What follows belongs to an exercise in optimizing a design on an open flow for small area and a short achievable clock period; a production flow would make more cautious choices. RTL that was checked went through simulation tests only; none was proved equivalent to the original. Only the layout flow was run in run 2; the RTL was not checked for function there. Power figures rest on the tool's default switching activity, not on a simulated workload. The flow treats the clock pin as an ideal source, which a real chip does not have.

File: flow/design.v
package mpi_pkg;
  localparam int flit_w = 32;
  typedef logic [flit_w-1:0] flit_t;
  typedef logic [31:0]       bus_addr_t;
  typedef enum logic [1:0] {
    sel_fifo,
    sel_ctrl,
    sel_other
  } reg_sel_t;
  localparam logic [2:0] ctrl_class     = 3'b111;
  localparam int         ctrl_class_lsb = 24;
  localparam int         ctrl_src_lsb   = 27;
  localparam int         ctrl_dst_lsb   = 19;
  localparam int         ctrl_reply_bit  = 0;
  localparam int         ctrl_enable_bit = 1;
  function automatic integer size_w_f(input integer depth);
    size_w_f = $clog2(depth + 1);
    if (size_w_f < 1) begin
      size_w_f = 1;
    end
  endfunction
endpackage
`timescale 1ns/10ps
module mpi_packet_buffer #(
  parameter bit rel_marks = 1'b0
) (
  input  logic        clk,
  input  logic        rst,
  input  logic        push,
  input  logic [31:0] push_flit,
  input  logic        push_last,
  input  logic        pop,
  output logic [31:0] head_flit,
  output logic        head_last,
  output logic        full,
  output logic        full_nxt,
  output logic [14:0] ring_last
);
  localparam int ring_n = 15;
  logic [31:0]       mem [ring_n];
  logic [ring_n-1:0] last_mem;
  logic [3:0]        wr_ptr;
  logic [ring_n-1:0] rd_hot;
  logic [4:0]        count;
  logic              ring_busy;
  logic              head_used;
  logic              head_from_ring;
  logic              head_from_push;
  logic              ring_push;
  logic [31:0]       ring_flit;
  logic              ring_flit_last;
  assign full      = count[4];
  assign full_nxt  = rst ? 1'b0
                   : (count[4] && !pop) || ((count == 5'd15) && push && !pop);
  assign head_used = (count != 5'd0);
  assign ring_busy = (count[4:1] != 4'd0);
  assign head_from_ring = pop && ring_busy;
  assign head_from_push = push && (!head_used || (pop && !ring_busy));
  assign ring_push      = push && !head_from_push;
  always_comb begin
    ring_flit = 32'd0;
    for (int i = 0; i < ring_n; i++) begin
      ring_flit = ring_flit | ({32{rd_hot[i]}} & mem[i]);
    end
  end
  generate
    if (rel_marks) begin : g_rel
      logic [ring_n-1:0] rel_last;
      logic [ring_n:0]   fill_in;
      logic [ring_n:0]   upd;
      always_comb begin
        for (int j = 0; j < ring_n; j++) begin
          fill_in[j] = (count <= 5'(j + 1));
          upd[j]     = fill_in[j] ? push_last : rel_last[j];
        end
        fill_in[ring_n] = 1'b1;
        upd[ring_n]     = push_last;
      end
      always_ff @(posedge clk) begin
        for (int j = 0; j < ring_n; j++) begin
          rel_last[j] <= head_from_ring ? upd[j + 1] : upd[j];
        end
      end
      assign ring_flit_last = rel_last[0];
      assign ring_last      = rel_last;
    end else begin : g_abs
      always_ff @(posedge clk) begin
        for (int i = 0; i < ring_n; i++) begin
          if ((wr_ptr == 4'(i)) && !full) begin
            last_mem[i] <= push_last;
          end
        end
      end
      always_comb begin
        ring_flit_last = 1'b0;
        for (int i = 0; i < ring_n; i++) begin
          ring_flit_last = ring_flit_last | (rd_hot[i] & last_mem[i]);
        end
      end
      assign ring_last = '0;
    end
  endgenerate
  always_ff @(posedge clk) begin
    if (!head_used || pop) begin
      head_flit <= ring_busy ? ring_flit : push_flit;
      head_last <= ring_busy ? ring_flit_last : push_last;
    end
  end
  always_ff @(posedge clk) begin
    for (int i = 0; i < ring_n; i++) begin
      if ((wr_ptr == 4'(i)) && !full) begin
        mem[i] <= push_flit;
      end
    end
  end
  always_ff @(posedge clk) begin
    if (rst) begin
      wr_ptr <= 4'd0;
      rd_hot <= ring_n'(1);
      count  <= 5'd0;
    end else begin
      if (ring_push) begin
        wr_ptr <= (wr_ptr == 4'(ring_n - 1)) ? 4'd0 : wr_ptr + 4'd1;
      end
      if (head_from_ring) begin
        rd_hot <= {rd_hot[ring_n-2:0], rd_hot[ring_n-1]};
      end
      case ({push, pop})
        2'b10:   count <= count + 5'd1;
        2'b01:   count <= count - 5'd1;
        default: count <= count;
      endcase
    end
  end
endmodule
`timescale 1ns/10ps
module mpi_endpoint #(
  parameter int buf_depth = 16
) (
  input  logic               clk,
  input  logic               rst,
  output mpi_pkg::flit_t     noc_out_flit,
  output logic               noc_out_last,
  output logic               noc_out_valid,
  input  logic               noc_out_ready,
  input  mpi_pkg::flit_t     noc_in_flit,
  input  logic               noc_in_last,
  input  logic               noc_in_valid,
  output logic               noc_in_ready,
  input  mpi_pkg::bus_addr_t bus_addr,
  input  logic               bus_we,
  input  logic               bus_en,
  input  mpi_pkg::flit_t     bus_data_in,
  output mpi_pkg::flit_t     bus_data_out,
  output logic               bus_ack,
  output logic               bus_err,
  output logic               irq
);
  logic slot_fifo;
  logic slot_ctrl;
  assign slot_fifo = (bus_addr[5:2] == 4'h0);
  assign slot_ctrl = (bus_addr[5:2] == 4'h1);
  logic fifo_wr;
  logic fifo_rd;
  assign fifo_wr = bus_en && bus_we && slot_fifo;
  assign fifo_rd = bus_en && !bus_we && slot_fifo;
  logic enabled;
  logic        tx_push;
  logic        tx_pop;
  logic [31:0] tx_head;
  logic        tx_head_last;
  logic        tx_full;
  logic [4:0]  tx_pkts;
  logic        tx_have;
  logic        tx_in_pkt;
  logic        fr_busy;
  logic [4:0]  fr_rem;
  logic        fr_last;
  assign fr_last = (fr_rem == 5'd1);
  assign tx_push = fifo_wr && fr_busy && !tx_full;
  logic        fr_busy_nxt;
  logic [4:0]  fr_rem_nxt;
  always_comb begin
    fr_busy_nxt = fr_busy;
    fr_rem_nxt  = fr_rem;
    if (fifo_wr) begin
      if (!fr_busy) begin
        fr_rem_nxt  = bus_data_in[4:0];
        fr_busy_nxt = (bus_data_in[4:0] != 5'd0);
      end else if (!tx_full) begin
        fr_rem_nxt  = fr_rem - 5'd1;
        fr_busy_nxt = !fr_last;
      end
    end
  end
  logic        tx_full_nxt;
  logic        wr_block;
  always_ff @(posedge clk) begin
    if (rst) begin
      fr_busy  <= 1'b0;
      fr_rem   <= 5'd0;
      wr_block <= 1'b0;
    end else begin
      fr_busy  <= fr_busy_nxt;
      fr_rem   <= fr_rem_nxt;
      wr_block <= fr_busy_nxt && tx_full_nxt;
    end
  end
  mpi_packet_buffer u_tx_buffer (
    .clk       (clk),
    .rst       (rst),
    .push      (tx_push),
    .push_flit (bus_data_in),
    .push_last (fr_last),
    .pop       (tx_pop),
    .head_flit (tx_head),
    .head_last (tx_head_last),
    .full      (tx_full),
    .full_nxt  (tx_full_nxt),
    .ring_last ()
  );
  logic        rx_push;
  logic        rx_pop;
  logic [31:0] rx_head;
  logic        rx_head_last;
  logic        rx_full;
  logic [14:0] rx_ring_last;
  logic [4:0]  rx_pkts;
  logic [3:0]  rx_in_len;
  logic        rx_in_pkt;
  logic        rd_flit;
  logic        pending;
  logic        is_req;
  logic        take_req;
  logic        send_reply;
  logic [4:0]  reply_src;
  logic [22:0] reply_mid;
  assign rx_in_pkt = (rx_in_len != 4'd0);
  assign is_req = !rx_in_pkt && noc_in_last
               && (noc_in_flit[26:24] == 3'b111) && !noc_in_flit[0];
  assign noc_in_ready = !pending && !rx_full;
  assign rx_push      = noc_in_valid && noc_in_ready && !is_req;
  assign take_req     = noc_in_valid && noc_in_ready && is_req;
  always_ff @(posedge clk) begin
    if (!pending) begin
      reply_src <= noc_in_flit[23:19];
      reply_mid <= {noc_in_flit[31:27], noc_in_flit[18:2], enabled};
    end
  end
  mpi_packet_buffer #(.rel_marks(1'b1)) u_rx_buffer (
    .clk       (clk),
    .rst       (rst),
    .push      (rx_push),
    .push_flit (noc_in_flit),
    .push_last (noc_in_last),
    .pop       (rx_pop),
    .head_flit (rx_head),
    .head_last (rx_head_last),
    .full      (rx_full),
    .full_nxt  (),
    .ring_last (rx_ring_last)
  );
  assign tx_pop        = tx_have && !send_reply && noc_out_ready;
  assign noc_out_last  = send_reply || tx_head_last;
  assign noc_out_flit  = send_reply
                       ? {reply_src, 3'b111, reply_mid[22:18], reply_mid[17:1], reply_mid[0], 1'b1}
                       : tx_head;
  assign rx_pop = fifo_rd && rd_flit;
  logic [3:0]  next_size;
  always_comb begin
    next_size = 4'd0;
    for (int i = 14; i >= 0; i--) begin
      if (rx_ring_last[i]) next_size = 4'(i + 1);
    end
  end
  logic [4:0]  size_q;
  logic        rx_done;
  logic        rx_end;
  assign rx_done = rx_push && noc_in_last;
  assign rx_end  = rx_pop && rx_head_last;
  always_ff @(posedge clk) begin
    if (rst) begin
      size_q <= 5'd0;
    end else if (rx_end) begin
      if (rx_pkts[4:1] != 4'd0) begin
        size_q <= {1'b0, next_size};
      end else if (rx_done) begin
        size_q <= {1'b0, rx_in_len} + 5'd1;
      end else begin
        size_q <= 5'd0;
      end
    end else if (rx_done && !irq) begin
      size_q <= {1'b0, rx_in_len} + 5'd1;
    end
  end
  assign bus_err      = bus_en && !slot_fifo && !slot_ctrl;
  assign bus_ack      = bus_en && (slot_ctrl || (slot_fifo && !(bus_we && wr_block)));
  assign bus_data_out = bus_addr[2] ? {30'd0, noc_out_valid, irq}
                      : rd_flit     ? rx_head
                      :               {27'd0, size_q};
  logic       pending_nxt;
  logic       tx_in_pkt_nxt;
  logic [4:0] tx_pkts_nxt;
  logic [4:0] rx_pkts_nxt;
  logic       tx_have_nxt;
  logic       irq_nxt;
  always_comb begin
    pending_nxt = pending;
    if (take_req) begin
      pending_nxt = 1'b1;
    end else if (send_reply && noc_out_ready) begin
      pending_nxt = 1'b0;
    end
    tx_in_pkt_nxt = tx_pop ? !tx_head_last : tx_in_pkt;
    case ({tx_push && fr_last, tx_pop && tx_head_last})
      2'b10: begin
        tx_pkts_nxt = tx_pkts + 5'd1;
        tx_have_nxt = 1'b1;
      end
      2'b01: begin
        tx_pkts_nxt = tx_pkts - 5'd1;
        tx_have_nxt = (tx_pkts != 5'd1);
      end
      default: begin
        tx_pkts_nxt = tx_pkts;
        tx_have_nxt = tx_have;
      end
    endcase
    case ({rx_done, rx_end})
      2'b10: begin
        rx_pkts_nxt = rx_pkts + 5'd1;
        irq_nxt     = 1'b1;
      end
      2'b01: begin
        rx_pkts_nxt = rx_pkts - 5'd1;
        irq_nxt     = (rx_pkts != 5'd1);
      end
      default: begin
        rx_pkts_nxt = rx_pkts;
        irq_nxt     = irq;
      end
    endcase
  end
  always_ff @(posedge clk) begin
    if (rst) begin
      enabled       <= 1'b0;
      pending       <= 1'b0;
      rx_in_len     <= 4'd0;
      tx_in_pkt     <= 1'b0;
      rd_flit       <= 1'b0;
      tx_pkts       <= 5'd0;
      rx_pkts       <= 5'd0;
      send_reply    <= 1'b0;
      tx_have       <= 1'b0;
      noc_out_valid <= 1'b0;
      irq           <= 1'b0;
    end else begin
      if (bus_en && bus_we && slot_ctrl) begin
        enabled <= 1'b1;
      end
      if (rx_push) begin
        rx_in_len <= noc_in_last ? 4'd0 : rx_in_len + 4'd1;
      end
      if (fifo_rd) begin
        if (!rd_flit) begin
          rd_flit <= irq;
        end else if (rx_head_last) begin
          rd_flit <= 1'b0;
        end
      end
      pending       <= pending_nxt;
      tx_in_pkt     <= tx_in_pkt_nxt;
      tx_pkts       <= tx_pkts_nxt;
      rx_pkts       <= rx_pkts_nxt;
      send_reply    <= pending_nxt && !tx_in_pkt_nxt;
      tx_have       <= tx_have_nxt;
      noc_out_valid <= (pending_nxt && !tx_in_pkt_nxt) || tx_have_nxt;
      irq           <= irq_nxt;
    end
  end
endmodule
File: flow/flow/run.sh
#!/bin/bash
# Standard ORFS layout (the standard.sh and synthesis script) with these changes:
#  - port buffers are buf_2 cells instead of the default delay cells,
#  - resizing may change a cell's footprint,
#  - clock tree from clkbuf_16 cells in larger sink clusters, without dummy loads,
#  - the slow four-input OR/NOR cells are added to the platform's don't-use list,
#  - synthesis maps with ABC's delay relaxed for area (a copy of ORFS's scripts
#    whose abc_speed.script differs; every other step uses ORFS's own scripts).
# make's full output goes to flow_make.log in this folder; ORFS keeps each
# step's log under orfs/logs/.
set -euo pipefail
export BUFFER_PORTS_ARGS="-buffer_cell sky130_fd_sc_hd__buf_2"
export CTS_ARGS="-sink_clustering_enable -repair_clock_nets -dont_use_dummy_load -buf_list {sky130_fd_sc_hd__clkbuf_16} -sink_clustering_size 30 -sink_clustering_max_diameter 150"
platform_dont_use="sky130_fd_sc_hd__probe_p_8 sky130_fd_sc_hd__probec_p_8 sky130_fd_sc_hd__lpflow_bleeder_1 sky130_fd_sc_hd__lpflow_clkbufkapwr_1 sky130_fd_sc_hd__lpflow_clkbufkapwr_16 sky130_fd_sc_hd__lpflow_clkbufkapwr_2 sky130_fd_sc_hd__lpflow_clkbufkapwr_4 sky130_fd_sc_hd__lpflow_clkbufkapwr_8 sky130_fd_sc_hd__lpflow_clkinvkapwr_1 sky130_fd_sc_hd__lpflow_clkinvkapwr_16 sky130_fd_sc_hd__lpflow_clkinvkapwr_2 sky130_fd_sc_hd__lpflow_clkinvkapwr_4 sky130_fd_sc_hd__lpflow_clkinvkapwr_8 sky130_fd_sc_hd__lpflow_decapkapwr_12 sky130_fd_sc_hd__lpflow_decapkapwr_3 sky130_fd_sc_hd__lpflow_decapkapwr_4 sky130_fd_sc_hd__lpflow_decapkapwr_6 sky130_fd_sc_hd__lpflow_decapkapwr_8 sky130_fd_sc_hd__lpflow_inputiso0n_1 sky130_fd_sc_hd__lpflow_inputiso0p_1 sky130_fd_sc_hd__lpflow_inputiso1n_1 sky130_fd_sc_hd__lpflow_inputiso1p_1 sky130_fd_sc_hd__lpflow_inputisolatch_1 sky130_fd_sc_hd__lpflow_isobufsrc_1 sky130_fd_sc_hd__lpflow_isobufsrc_16 sky130_fd_sc_hd__lpflow_isobufsrc_2 sky130_fd_sc_hd__lpflow_isobufsrc_4 sky130_fd_sc_hd__lpflow_isobufsrc_8 sky130_fd_sc_hd__lpflow_isobufsrckapwr_16 sky130_fd_sc_hd__lpflow_lsbuf_lh_hl_isowell_tap_1 sky130_fd_sc_hd__lpflow_lsbuf_lh_hl_isowell_tap_2 sky130_fd_sc_hd__lpflow_lsbuf_lh_hl_isowell_tap_4 sky130_fd_sc_hd__lpflow_lsbuf_lh_isowell_4 sky130_fd_sc_hd__lpflow_lsbuf_lh_isowell_tap_1 sky130_fd_sc_hd__lpflow_lsbuf_lh_isowell_tap_2 sky130_fd_sc_hd__lpflow_lsbuf_lh_isowell_tap_4"
slow4=""
for c in or4 or4b or4bb nor4 nor4b nor4bb; do
  for d in 1 2 4; do slow4="$slow4 sky130_fd_sc_hd__${c}_${d}"; done
done
rm -rf abc_scripts
cp -r "$FLOW_HOME/scripts" abc_scripts
cat > abc_scripts/abc_speed.script <<'ABC'
&get -n
&st
&syn2
&dch -f
&nf -R 1000 -p
&put
buffer -c
topo
stime -c
upsize -c
dnsize -c
ABC
bash standard.sh MATCH_CELL_FOOTPRINT=0 "DONT_USE_CELLS=$platform_dont_use$slow4" "SCRIPTS_DIR=$PWD/abc_scripts" synth > flow_synth.log 2>&1
bash standard.sh MATCH_CELL_FOOTPRINT=0 "DONT_USE_CELLS=$platform_dont_use$slow4" finish > flow_make.log 2>&1
File: flow/standard.sh
#!/bin/bash
# synth_recipe.tcl (not shown) runs the flow's synth.tcl, then flattens the netlist and writes it again
# the make line also repeats each setting of config.mk as NAME=value (left out here)
make -C /OpenROAD-flow-scripts/flow DESIGN_CONFIG=/design/flow/config.mk WORK_HOME=/design/flow/orfs CLKGATE_MAP_FILE= SYNTH_SCRIPT=/design/flow/synth_recipe.tcl "${@:-finish}"
File: flow/config.mk
export PLATFORM = sky130hd
export DESIGN_NAME = mpi_endpoint
export DESIGN_NICKNAME = mpi_endpoint
export VERILOG_FILES = /design/flow/design.v
export SDC_FILE = /design/flow/constraint.sdc
export NUM_CORES = 4
export LEC_CHECK = 0
export CAP_MARGIN = 20
export CORE_MARGIN = 2
export CORE_UTILIZATION = 65
export SETUP_SLACK_MARGIN = 2.9
export SLEW_MARGIN = 20
File: flow/constraint.sdc
create_clock -name core_clock -period 6.0 [get_ports {clk}]
set_input_delay 1.2000 -clock core_clock [delete_from_list [all_inputs] [get_ports {clk}]]
set_output_delay 1.2000 -clock core_clock [all_outputs]
set_load 0.01 [all_outputs]
==> results.txt, run 1 <==
- RSZ-0062 raised after global routing: true
- Post-synth EDFFs: 1070
- RR Startpoint: u_rx_buffer.count[4]
- Area Growth Syn to Fin: 7.84%
- Clk sinks: 1166
- Startpoint type of the worst setup path: input pin
- IO Count: 173
- Hold Slack: 0.461 ns
- Clock slew at reported path FFs: 0.11 ns
- Sequential power share: 68.9%
- Clock root cell: clkbuf_16
- Share of cells above drive strength 1: 14.1%
- Flops & latches, synth: 1166
- Starting Density: 65.6%
- Minimum clock period: 3.18 ns
- Count of cell types in the netlist: 57
- CTS max path bufs: 3
- Crit-path cells: buf_6 -> nor3_4 -> nand2_2 -> a31oi_1 -> buf_2
- Row count: 94
- Die X: 262 um
- Design Area, Final: 46500 um^2
- Dpl ws: 2.01 ns
- PD cells: 285 nW/um^2
- Nature of the critical path endpoint: output port
- Gate power share: 4.3%
- Non-filler instance count after layout: 3587
- Clock tree from TritonCTS: built
- Reg2reg path depth: 7
- Die span in y: 262 um
- Antenna violations before repair: 11
- GR Util All Layers: 31.3%
- Hold Path Stages: 0
- Placed cell area: 45100 um^2
- Vias in the first global route: 24000
- Final worst-path cycle share: 53.0%
- FFs w/ async S/R, synth: 0%
- Outcome: timing/DRC/antenna clean
- Critical path's slowest cell: nor3_4
- CP Class: in -> out
- Final Power: 13.3 mW
- Final Max Slew Viols: 0
- Clock Skews: 0.0532 ns
- Worst hold start: enabled
- Synth Warn #: 5
- Worst reg2reg endpoint: u_rx_buffer.g_rel.rel_last[12]
- Worst Hold Path EP: reply_mid[0]
- Core ar.: 65700 um^2
- Vias post-DR: 24800
- Final worst slack: 2.82 ns
- Ys flop type: edfxtp_1
- Static leakage: 14.9 nW
- Pre-antenna DRT Iters: 6
- Worst-path fanout max: 3
- Switching Fraction: 20.4%
- Post-Syn Instances: 2623
- Fin Setup TNS: 0 ns
- Vias per cell: 6.93
- Core Util, Final: 70.7%
- Iteration-0 DRC Markers: 3968
- Register-to-register setup slack: 3.25 ns
- Syn_nets: 2751
- FMAX: 315 MHz
- Gpl congestion: 0.844
- First-pass GRT wire length: 155000 um
- Maxcap violations: 0
- CP startpoint: bus_addr[5]
- Final setup fails: 0
- H-tree levels: 2
- Hpwl dp: 56600 um
- Antenna-violating nets left: 0
- Sw Pwr: 2.71 mW
- Insertion delay to the later sink of the worst-skew pair: 0.64 ns
- Register area share after synthesis: 79.0%
- Nets: 2848
- Total grt overflow: 0
- Peak supply drop: 0.249 mV
- Mean routed wirelength per cell: 30.0 um
- Hold crit path type: reg -> reg
- Remaining DRCs: 0
- Critical Path Max Stage Delay: 0.21 ns
- Drt total wl: 108000 um
- Pin count of the biggest net entering global routing: 43
- IO buf count: 144
- Post-Syn Area per Cell: 16.4 um^2
- Worst Path Arrival: 1.98 ns
- Fill cells: 4134
- Actual slew at the worst max-slew pin: 1.13 ns
- # placed instances: 3521
- Internal: 10.6 mW
- Max_slew headroom: 24.9%
- Die Area: 68400 um^2
- Clock power frac: 26.8%
- Total CTS buffers: 44
- Hold Fails Final Rpt: 0
- Mapped Area: 43100 um^2
- CTS hold repair buffers: 0
- Critical Path RT: 4.80 ns
==> cell families after synthesis <==
| family | count (synthesis) | share of synthesized area (%) |
|---|---|---|
| flops | 1166 | 79.0 |
| simple gates | 612 | 6.54 |
| compound gates | 541 | 10.1 |
| buf+inv | 198 | 1.74 |
| mux | 62 | 1.52 |
| fa+ha+maj | 25 | 0.743 |
| xor+xnor | 19 | 0.386 |
==> sequential cells by signal, summed over array words and instances (netlist names), 15 cells and up <==
signal and cells:
reply_mid 23, u_rx_buffer.g_rel.rel_last 15, u_rx_buffer.head_flit 32, u_rx_buffer.mem 480, u_rx_buffer.rd_hot 15, u_tx_buffer.head_flit 32
u_tx_buffer.last_mem 15, u_tx_buffer.mem 480, u_tx_buffer.rd_hot 15
==> layout by cell type, fill, tap and decap left out, types with 34 or more instances in the layout <==
master / instances
edfxtp_1: 1070
a222oi_1: 216
nand2_1: 178
nor2_1: 168
buf_2: 135
a21oi_1: 111
dfxtp_1: 89
a22oi_1: 81
buf_4: 72
nand3_1: 62
nand4_1: 46
clkbuf_16: 44
nor3_1: 39
mux2i_1: 34
==> power by group through the flow <==
stage / Combinational, mW / Clock [mW] / Sequential, mW
floorplan: 0.300 / 0 / 9.27
global placement: 0.541 / 0 / 9.31
detailed placement: 0.559 / 0 / 9.31
CTS: 0.568 / 3.58 / 9.13
global route: 0.621 / 3.84 / 9.14
finish: 0.570 / 3.56 / 9.13
==> final cells by class <==
| cell class | count | area [um^2] | share of cell area, % |
|---|---|---|---|
| Sequential cell | 1166 | 34100 | 73.3 |
| Multi-Input combinational cell | 1260 | 8690 | 18.7 |
| Timing Repair Buffer | 223 | 1450 | 3.11 |
| Clock buffer | 44 | 1100 | 2.37 |
| Tap cell | 864 | 1080 | 2.33 |
| Inverter | 25 | 96.3 | 0.207 |
| Antenna cell | 5 | 12.5 | 0.0269 |
==> cell usage after synthesis, drive strengths merged (32+ instances only) <==
master | n | share of area, %
a21oi | 115 | 1.3
a222oi | 216 | 5.0
a22oi | 81 | 1.4
and2 | 32 | 0.46
clkbuf | 161 | 1.4
dfxtp | 96 | 4.5
edfxtp | 1070 | 75
mux2i | 34 | 0.79
nand2 | 186 | 1.7
nand3 | 62 | 0.72
nand4 | 46 | 0.67
nor2 | 196 | 1.7
nor3 | 49 | 0.62
==> critical path, delay by kind of cell <==
family	cells	cell delay, ns
compound gates	1	0.18
buf+inv	2	0.27
simple gates	2	0.33
==> timing repair <==
| item | CTS | global route |
|---|---|---|
| setup buffers | 10 | 5 |
| gates resized for setup | 16 | 21 |
| pin swaps | 4 | 14 |
| setup endpoints to repair | 63 | 33 |
| gates cloned | 1 | 1 |
==> layer usage <==
layer	wire [um]	vias up	global-route usage, %
met5	48	-	0
met4	2610	8	8.13
met3	10000	158	4.07
met2	54000	1346	53.2
met1	41000	12600	43.4
li1	-	10700	-
==> worst max path at each step <==
stage	to	slack [ns]	cells past startpoint
after floorplan	u_tx_buffer.count[4]	2.45	12
final	bus_ack	2.82	5
after CTS	bus_ack	2.85	5
after global routing	u_tx_buffer.count[4]	2.74	13
after detailed placement	u_tx_buffer.count[4]	2.01	13
after global placement	u_tx_buffer.count[4]	2.02	13
==> inputs of run 2 (changes only) <==
--- a/flow/design.v
+++ b/flow/design.v
@@ -41,6 +41,10 @@
   logic [ring_n-1:0] last_mem;
   logic [3:0]        wr_ptr;
   logic [ring_n-1:0] rd_hot;
+  logic [3:0]        rd_ptr;
+  always_comb begin
+    for (int i = 0; i < ring_n; i++) rd_hot[i] = (rd_ptr == 4'(i));
+  end
   logic [4:0]        count;
   logic              ring_busy;
   logic              head_used;
@@ -116,14 +120,14 @@
   always_ff @(posedge clk) begin
     if (rst) begin
       wr_ptr <= 4'd0;
-      rd_hot <= ring_n'(1);
+      rd_ptr <= 4'd0;
       count  <= 5'd0;
     end else begin
       if (ring_push) begin
         wr_ptr <= (wr_ptr == 4'(ring_n - 1)) ? 4'd0 : wr_ptr + 4'd1;
       end
       if (head_from_ring) begin
-        rd_hot <= {rd_hot[ring_n-2:0], rd_hot[ring_n-1]};
+        rd_ptr <= (rd_ptr == 4'(ring_n - 1)) ? 4'd0 : rd_ptr + 4'd1;
       end
       case ({push, pop})
         2'b10:   count <= count + 5'd1;
==> run 2 against run 1 <==
Against the previous run: combinational power fell by 3.9%; highest routed layer unchanged; critical path depth is 1 higher; still clean on timing, DRC and antenna; sequential cell count decreased by 22; core utilization grew 1.1 points; largest power group unchanged; power down 2.0%; die area shrank 1.4%; global-route usage rose by 0.77 points.
==> results.txt, run 2 <==
- Register area share after synthesis: 79.1% (+0.13 points)
- Max_slew headroom: 31.9% (+7.0 points)
- Switching Fraction: 20.2% (-0.24 points)
- Core ar.: 64600 um^2 (-1.8%)
- Most frequent cell after synthesis: edfxtp_1
- WP buf/inv: 4 (+2)
- GR Util All Layers: 32.0% (+0.77 points)
- Post-Syn Instances: 2509 (-4.3%)
- Count of cell types in the netlist: 60 (+5.3%)
- Largest cells by area after synthesis: edfxtp_1 (76%), a222oi_1 (5.3%), dfxtp_1 (3.5%), nor2_1 (1.6%), a21oi_1 (1.5%)
- Ys flop type: edfxtp_1
- First-pass GRT wire length: 156000 um (+0.49%)
- FFs w/ async S/R, synth: 0% (unchanged)
- Sw Pwr: 2.62 mW (-3.2%)
- Fin Setup TNS: 0 ns (unchanged)
- Insertion delay to the later sink of the worst-skew pair: 0.63 ns (about the same)
- H-tree levels: 2 (unchanged)
- Pre-antenna DRT Iters: 10 (+4)
- Pin count of the biggest net entering global routing: 47 (+9.3%)
- Hold Fails Final Rpt: 0 (unchanged)
- Clock power frac: 26.9% (about the same)
- Clock root cell: clkbuf_16
- Synth top cells by count: edfxtp_1 (1070), a222oi_1 (224), nor2_1 (178)
- CTS hold repair buffers: 0 (unchanged)
- Total CTS buffers: 44 (unchanged)
- Final Max Slew Viols: 0 (unchanged)
- Maxcap violations: 0 (unchanged)
- Gpl congestion: 0.870 (+3.0%)
- Iteration-0 DRC Markers: 4160 (+4.8%)
- Largest area contributor in the netlist: edfxtp_1
- Nature of the critical path endpoint: output port
- Clock slew at reported path FFs: 0.11 ns (about the same)
- Largest regs: u_rx_buffer.mem x480, u_tx_buffer.mem x480
- CP top delay family: buffers and inverters
- Post-Syn Area per Cell: 16.9 um^2 (+3.0%)
- PD cells: 280 nW/um^2 (-1.8%)
- Share of cells above drive strength 1: 16.1% (+2.1 points)
- Area Growth Syn to Fin: 9.13%
- Most frequent cells in the layout: edfxtp_1 (1070), a222oi_1 (224), nand2_1 (141)
- Vias in the first global route: 23700 (-1.2%)
- RSZ-0062 raised after global routing: true
- IO Count: 173 (unchanged)
- Area share of the largest cell type after synthesis: 75.6% (+1.1 points)
- Die X: 260 um (-0.72%)
- Die Area: 67400 um^2 (-1.4%)
- Final setup fails: 0 (unchanged)
- Clk sinks: 1144 (-1.9%)
- Hold crit path type: reg -> reg
- Sequential power share: 68.8% (about the same)
- Peak supply drop: 0.367 mV (+47%)
- Total grt overflow: 0 (unchanged)
- Antenna violations before repair: 9 (-2)
- Commonest non-fill, non-tap cell in the layout: edfxtp_1
- # placed instances: 3440 (-2.3%)
- Clock tree from TritonCTS: built
- Worst Path Arrival: 2.04 ns (+0.06 ns)
- Startpoint type of the worst setup path: input pin
- Gate power share: 4.2% (about the same)
- Critical Path RT: 4.80 ns (about the same)
- Outcome: timing/DRC/antenna clean
- Synth Warn #: 5 (unchanged)
- Critical path's slowest cell: clkbuf_16
- Row count: 93 (-1.1%)
- CP Class: in -> out
- Critical Path Max Stage Delay: 0.18 ns (-0.03 ns)
- Remaining DRCs: 0 (unchanged)
- Drt total wl: 108000 um (+0.52%)
- Vias post-DR: 24600 (-0.96%)
- Worst-path fanout max: 8 (+5)
- IO buf count: 144 (unchanged)
- Hpwl dp: 56200 um (-0.78%)
- Post-synth EDFFs: 1070 (unchanged)
- CP dominant cell by count: buf_12
- Final worst-path cycle share: 54.0% (+1.0 points)
- CTS max path bufs: 3 (unchanged)
- Crit-path cells: buf_12 -> nor2b_4 -> buf_12 -> clkbuf_16 -> and2_1 -> buf_2
- Mapped Area: 42500 um^2 (-1.5%)
- FMAX: 309 MHz (-1.9%)
- Clock Skews: 0.0712 ns (+0.0180 ns)
- Syn_nets: 2637 (-4.1%)
- Minimum clock period: 3.24 ns (+0.0604 ns)
- Design Area, Final: 46400 um^2 (-0.27%)
- Actual slew at the worst max-slew pin: 1.02 ns (-0.108 ns)
- Antenna-violating nets left: 0 (unchanged)
- Nets: 2781 (-2.4%)
- Mean routed wirelength per cell: 30.8 um (+2.7%)
- Internal: 10.4 mW (-1.7%)
- Vias per cell: 7.01 (+1.2%)
- Starting Density: 65.8% (+0.21 points)
- Placed cell area: 44700 um^2 (-0.72%)
- Flops & latches, synth: 1144 (-1.9%)
- Non-filler instance count after layout: 3510 (-2.1%)
- Static leakage: 14.8 nW (-0.50%)
- Die span in y: 260 um (-0.72%)
==> run 2: cell types whose count changed in the layout (fill, tap and decap cells not counted), sizes merged, moves of 10 or more <==
cell,delta
nand2,-38
a22oi,-27
a21oi,+14
o21ai,+10
nand4,+10
o22a,+23
dfxtp,-22
nand3,-42
nor3,-17
nor2,-13
==> run 2: cell type report <==
cell class	instances	area, um^2
diodes	4	10.0
fillers	4038	18200
flip-flops and latches	1144	33600
well taps	855	1070
clock buffers	44	1100
inverters	30	118
repair buffers	233	1660
multi-input cells	1200	8780
==> run 2: metrics by stage <==
stage               setup WS [ns]  hold slack (ns)  utilization, %  power, mW
floorplan                    2.73            0.409               -       9.36
global placement             2.12            0.417            69.3       9.63
detailed placement           2.37            0.439            69.3       9.66
CTS                          2.78            0.457            71.5       13.0
global route                 2.75            0.477            71.8       13.3
finish                       2.76            0.462            71.8       13.0
==> run 2: power by group through the flow <==
stage	Clock (mW)	Combinational, mW	Sequential, mW
2_1_floorplan	0	0.273	9.09
3_3_place_gp	0	0.519	9.12
3_5_place_dp	0	0.536	9.12
4_1_cts	3.54	0.545	8.94
5_1_grt	3.78	0.597	8.95
6_report	3.50	0.548	8.94
==> run 2: cell families (layout without fill, tap and decap cells) <==
group	after synthesis	after routing	synth area share [%]
flip-flops	1144	1144	79.1
AO/OA/AOI/OAI	576	576	10.9
AND/OR/NAND/NOR	519	520	5.76
buffers and inverters	166	307	1.56
multiplexers	63	63	1.57
adder cells (fa/ha/maj)	25	25	0.754
XOR/XNOR	16	16	0.330
other	0	4	0
==> run 2: worst paths after layout <==
check	end	from	depth (start not counted)	slack (ns)
worst min register to register	reply_mid[0]	enabled	0	0.46
worst max-delay path	bus_data_out[18]	bus_addr[2]	6	2.76
worst min-delay path	reply_mid[0]	enabled	0	0.46
worst max register to register	u_tx_buffer.head_flit[25]	u_tx_buffer.rd_ptr[2]	7	3.10
==> run 2: per-layer routing <==
layer / part of all wire [%] / global-route usage (%)
met1: 37 / 43.7
met2: 50 / 54.2
met3: 10 / 5.03
met4: 2.7 / 9.36
met5: 0.067 / 0
==> run 2: what timing repair did <==
item,CTS,global route
hold endpoints to repair,0,0
pin swaps,15,12
cloned,3,1
endpoints found under the setup margin,65,32
gates resized for setup,38,21
setup buffers,10,7

separate check: timing with driven ports:
No port has a modelled driver above. Below, the same layouts with a new extraction and two added sets of constraints. Step 1 assumes that a clkbuf_16 drives the clock port and a buf_2 every other input. Step 2 adds t to the input delays and takes it off the output delays; t is the mean of the earliest and latest rising clock arrival at the registers after step 1. Input paths then give back, and output paths get back, about the clock's delay inside the block. a / b / c = no drivers / after step 1 / after step 2; a / b = the first two.
| run | t, ns | setup WS [ns] | hold WS [ns] | worst setup path after step 2 | latest minus earliest clock arrival (ns) |
|---|---|---|---|---|---|
| run 1 | 0.678 | 2.821 / 2.786 / 2.237 | 0.461 / 0.461 / 0.461 | input to register | 0.058 / 0.058 |
| run 2 | 0.662 | 2.761 / 2.713 / 2.433 | 0.462 / 0.462 / 0.462 | input to register | 0.075 / 0.076 |
After both steps setup and hold are still met in every run listed. For run 1, which loses most, drivers alone change the setup slack by -0.035 ns; drivers and shift together by -0.584 ns.
